Background: an optimization exercise with open tools, aiming at a short achievable clock period and few clock cycles. Do not read the settings as production practice. RTL that was checked went through simulation tests only; none was proved equivalent to the original. Power figures rest on the tool's default switching activity, not on a simulated workload.

==> inputs of run a <==
Design pcpu_top, start of the top module:
module pcpu_top
(
	input logic clock,
	input logic reset,
	input logic i_enable,
	input logic i_start,
	input pcpu_pkg::word_t i_idata,
	input pcpu_pkg::word_t i_ddata,
	output pcpu_pkg::addr_t o_iaddr,
	output pcpu_pkg::addr_t o_daddr,
	output pcpu_pkg::word_t o_ddata,
	output logic o_dwe
);
Settings: LEC_CHECK=0, CAP_MARGIN=20, CORE_MARGIN=2, CORE_UTILIZATION=40, SETUP_SLACK_MARGIN=2.0, SLEW_MARGIN=20; clock period 5.5 ns.
run.sh (not shown) runs the stock make flow with config.mk's settings and CLKGATE_MAP_FILE= SYNTH_SCRIPT=/design/flow/synth_recipe.tcl, a recipe that flattens the netlist after the stock synthesis.
==> run b: changes against run a <==
==> flow/design.v (replaced) <==
package pcpu_pkg;
	typedef logic [16-1:0] word_t;
	typedef logic [8-1:0] addr_t;
	typedef logic [3-1:0] reg_idx_t;
	typedef enum logic [5-1:0]
	{
		OP_NOP = 5'b00000,
		OP_HALT = 5'b00001,
		OP_LOAD = 5'b00010,
		OP_STORE = 5'b00011,
		OP_ADD = 5'b01000,
		OP_ADDI = 5'b01001,
		OP_SUB = 5'b01010,
		OP_AND = 5'b01101,
		OP_OR = 5'b01110,
		OP_XOR = 5'b01111,
		OP_LDIH = 5'b10000,
		OP_JUMP = 5'b11000,
		OP_BZ = 5'b11010,
		OP_BNZ = 5'b11011
	} opcode_t;
	typedef enum logic
	{
		RUN_IDLE = 1'b0,
		RUN_EXEC = 1'b1
	} run_state_t;
	localparam logic [16-1:0] NOP_IR = {OP_NOP, {(16-5){1'b0}}};
endpackage
import pcpu_pkg::*;
module pcpu_top
(
	input logic clock,
	input logic reset,
	input logic i_enable,
	input logic i_start,
	input pcpu_pkg::word_t i_idata,
	input pcpu_pkg::word_t i_ddata,
	output pcpu_pkg::addr_t o_iaddr,
	output pcpu_pkg::addr_t o_daddr,
	output pcpu_pkg::word_t o_ddata,
	output logic o_dwe
);
	logic running;
	logic halted;
	logic adv;
	pcpu_pkg::addr_t pc;
	pcpu_pkg::addr_t pc_next;
	logic [5-1:0] f_op;
	pcpu_pkg::reg_idx_t f_d;
	logic f_jump;
	logic f_br;
	logic f_halt;
	logic f_stall;
	logic f_taken;
	logic [7:0] f_base;
	logic f_alu;
	logic f_ld;
	logic f_st;
	pcpu_pkg::word_t ex_ir;
	logic ex_alu;  
	logic ex_ld;
	logic ex_st;
	logic ex_rr;  
	logic ex_imm_d;  
	logic ex_ldih;
	logic ex_sub;
	logic ex_and;
	logic ex_or;
	logic ex_xor;
	pcpu_pkg::reg_idx_t ex_d;
	pcpu_pkg::reg_idx_t ex_a;
	pcpu_pkg::reg_idx_t ex_b;
	pcpu_pkg::word_t va;
	pcpu_pkg::word_t vb;
	pcpu_pkg::word_t vd;
	pcpu_pkg::word_t opa;
	pcpu_pkg::word_t opb;
	pcpu_pkg::word_t ex_res;
	logic ex_z;
	logic z_next;
	logic zf;
	logic m_ld;
	logic m_st;
	pcpu_pkg::reg_idx_t m_d;
	pcpu_pkg::addr_t daddr;
	pcpu_pkg::word_t ddata;
	pcpu_pkg::word_t regs [8];
	function automatic pcpu_pkg::word_t rd(input pcpu_pkg::reg_idx_t r);
		if (m_ld && (m_d == r))
			rd = i_ddata;
		else
			rd = regs[r];
	endfunction
	assign adv = running || (i_enable && i_start && !m_st);
	always_ff @(posedge clock or posedge reset)
	begin
		if (reset)
			running <= 1'b0;
		else if (running)
			running <= i_enable;
		else
			running <= i_enable && i_start;
	end
	assign o_iaddr = pc;
	assign f_op = i_idata[15:11];
	assign f_d = i_idata[10:8];
	assign f_jump = (f_op == OP_JUMP);
	assign f_br = (f_op == OP_BZ) || (f_op == OP_BNZ);
	assign f_halt = (f_op == OP_HALT);
	assign f_ld = (f_op == OP_LOAD);
	assign f_st = (f_op == OP_STORE);
	always_comb
	begin
		case (f_op)
			OP_ADD, OP_ADDI, OP_SUB, OP_AND, OP_OR, OP_XOR, OP_LDIH:
				f_alu = 1'b1;
			default:
				f_alu = 1'b0;
		endcase
	end
	always_comb
	begin
		f_stall = 1'b0;
		if (ex_alu && (ex_d == f_d))
			f_base = ex_res[7:0];
		else if (ex_ld && (ex_d == f_d))
		begin
			f_base = regs[f_d][7:0];
			f_stall = f_br;  
		end
		else if (m_ld && (m_d == f_d))
			f_base = i_ddata[7:0];
		else
			f_base = regs[f_d][7:0];
	end
	assign z_next = ex_alu ? ex_z : zf;
	assign f_taken = f_br && (z_next == (f_op == OP_BZ));
	always_comb
	begin
		if (f_jump)
			pc_next = i_idata[7:0];
		else if (f_taken)
			pc_next = f_base + i_idata[7:0];
		else
			pc_next = pc + 1'b1;
	end
	always_ff @(posedge clock or posedge reset)
	begin
		if (reset)
		begin
			pc <= '0;
			halted <= 1'b0;
			ex_alu <= 1'b0;
			ex_ld <= 1'b0;
			ex_st <= 1'b0;
		end
		else if (adv)
		begin
			if (halted || f_halt || f_stall)
			begin
				halted <= halted || f_halt;
				ex_alu <= 1'b0;
				ex_ld <= 1'b0;
				ex_st <= 1'b0;
			end
			else
			begin
				pc <= pc_next;
				ex_alu <= f_alu;
				ex_ld <= f_ld;
				ex_st <= f_st;
			end
		end
	end
	always_ff @(posedge clock)
	begin
		if (adv)
		begin
			ex_ir <= i_idata;
			ex_rr <= (f_op == OP_ADD) || (f_op == OP_SUB) || (f_op == OP_AND)
				|| (f_op == OP_OR) || (f_op == OP_XOR);
			ex_imm_d <= (f_op == OP_ADDI) || (f_op == OP_LDIH);
			ex_ldih <= (f_op == OP_LDIH);
			ex_sub <= (f_op == OP_SUB);
			ex_and <= (f_op == OP_AND);
			ex_or <= (f_op == OP_OR);
			ex_xor <= (f_op == OP_XOR);
		end
	end
	assign ex_d = ex_ir[10:8];
	assign ex_a = ex_ir[6:4];
	assign ex_b = ex_ir[2:0];
	always_comb
	begin
		va = rd(ex_a);
		vb = rd(ex_b);
		vd = rd(ex_d);
	end
	always_comb
	begin
		opa = ex_imm_d ? vd : va;
		if (ex_rr)
			opb = vb;
		else if (ex_ldih)
			opb = {ex_ir[7:0], 8'd0};
		else
			opb = {8'd0, ex_ir[7:0]};
	end
	always_comb
	begin
		if (ex_sub)
			ex_res = opa - opb;
		else if (ex_and)
			ex_res = opa & opb;
		else if (ex_or)
			ex_res = opa | opb;
		else if (ex_xor)
			ex_res = opa ^ opb;
		else
			ex_res = opa + opb;
	end
	always_comb
	begin
		if (ex_sub || ex_xor)
			ex_z = (opa == opb);
		else if (ex_and)
			ex_z = ~|(opa & opb);
		else if (ex_or)
			ex_z = ~|(opa | opb);
		else
			ex_z = ((opa ^ opb) == {opa[14:0] | opb[14:0], 1'b0});
	end
	always_ff @(posedge clock or posedge reset)
	begin
		if (reset)
		begin
			zf <= 1'b0;
			m_ld <= 1'b0;
			m_st <= 1'b0;
			for (int i = 0; i < 8; i++)
				regs[i] <= '0;
		end
		else if (adv)
		begin
			if (ex_alu)
				zf <= ex_z;
			m_ld <= ex_ld;
			m_st <= ex_st;
			for (int i = 0; i < 8; i++)
			begin
				if (ex_alu && (ex_d == i))
					regs[i] <= ex_res;
				else if (m_ld && (m_d == i))
					regs[i] <= i_ddata;
			end
		end
	end
	always_ff @(posedge clock)
	begin
		if (adv)
		begin
			m_d <= ex_d;
			daddr <= va[7:0] + {4'd0, ex_ir[3:0]};
			ddata <= vd;
		end
	end
	assign o_daddr = daddr;
	assign o_ddata = ddata;
	assign o_dwe = m_st && running && !reset;
endmodule
==> run summary <==
Of run b and run a, run a has the higher clock-buffer cell count (gap 22).
In run b the via count is smaller than in run a, by about 0.65%.
In run a the global-route usage is lower than in run b, by 2.7 points.
Sequential cell count: run b is lower than run a (40).
Of run a and run b, run a has the higher sequential power (gap about 16%, measured against run b).
Testbench counts of run b, summed over its fixed seeds: cycles 39,107.
No functional check of the RTL was part of run a.

## what the ideal ports hide
How much do the figures lean on ideal ports? The routed layouts below were timed once more, with nothing changed but the port constraints. Step 1, drivers: a clkbuf_16 drives clock and a buf_2 each remaining input, both assumed. Step 2 times the ports against the registers' clock, not the clock port: input delays grow and output delays shrink by t, the midpoint of the rising clock arrivals with the driver on. a / b / c = ideal / step 1 / step 2; a / b = the first two.
run	t, ns	setup WS [ns]	worst setup path after step 2	worst slew at a driven data input, ns
run a	0.635	1.714 / 1.730 / 1.109	input to register	0.04
run b	0.547	0.517 / 0.517 / 0.061	input to register	0.05
After both steps every run listed still meets setup and hold. For run a, which loses most, drivers alone change the setup slack by +0.016 ns; drivers and shift together by -0.605 ns.
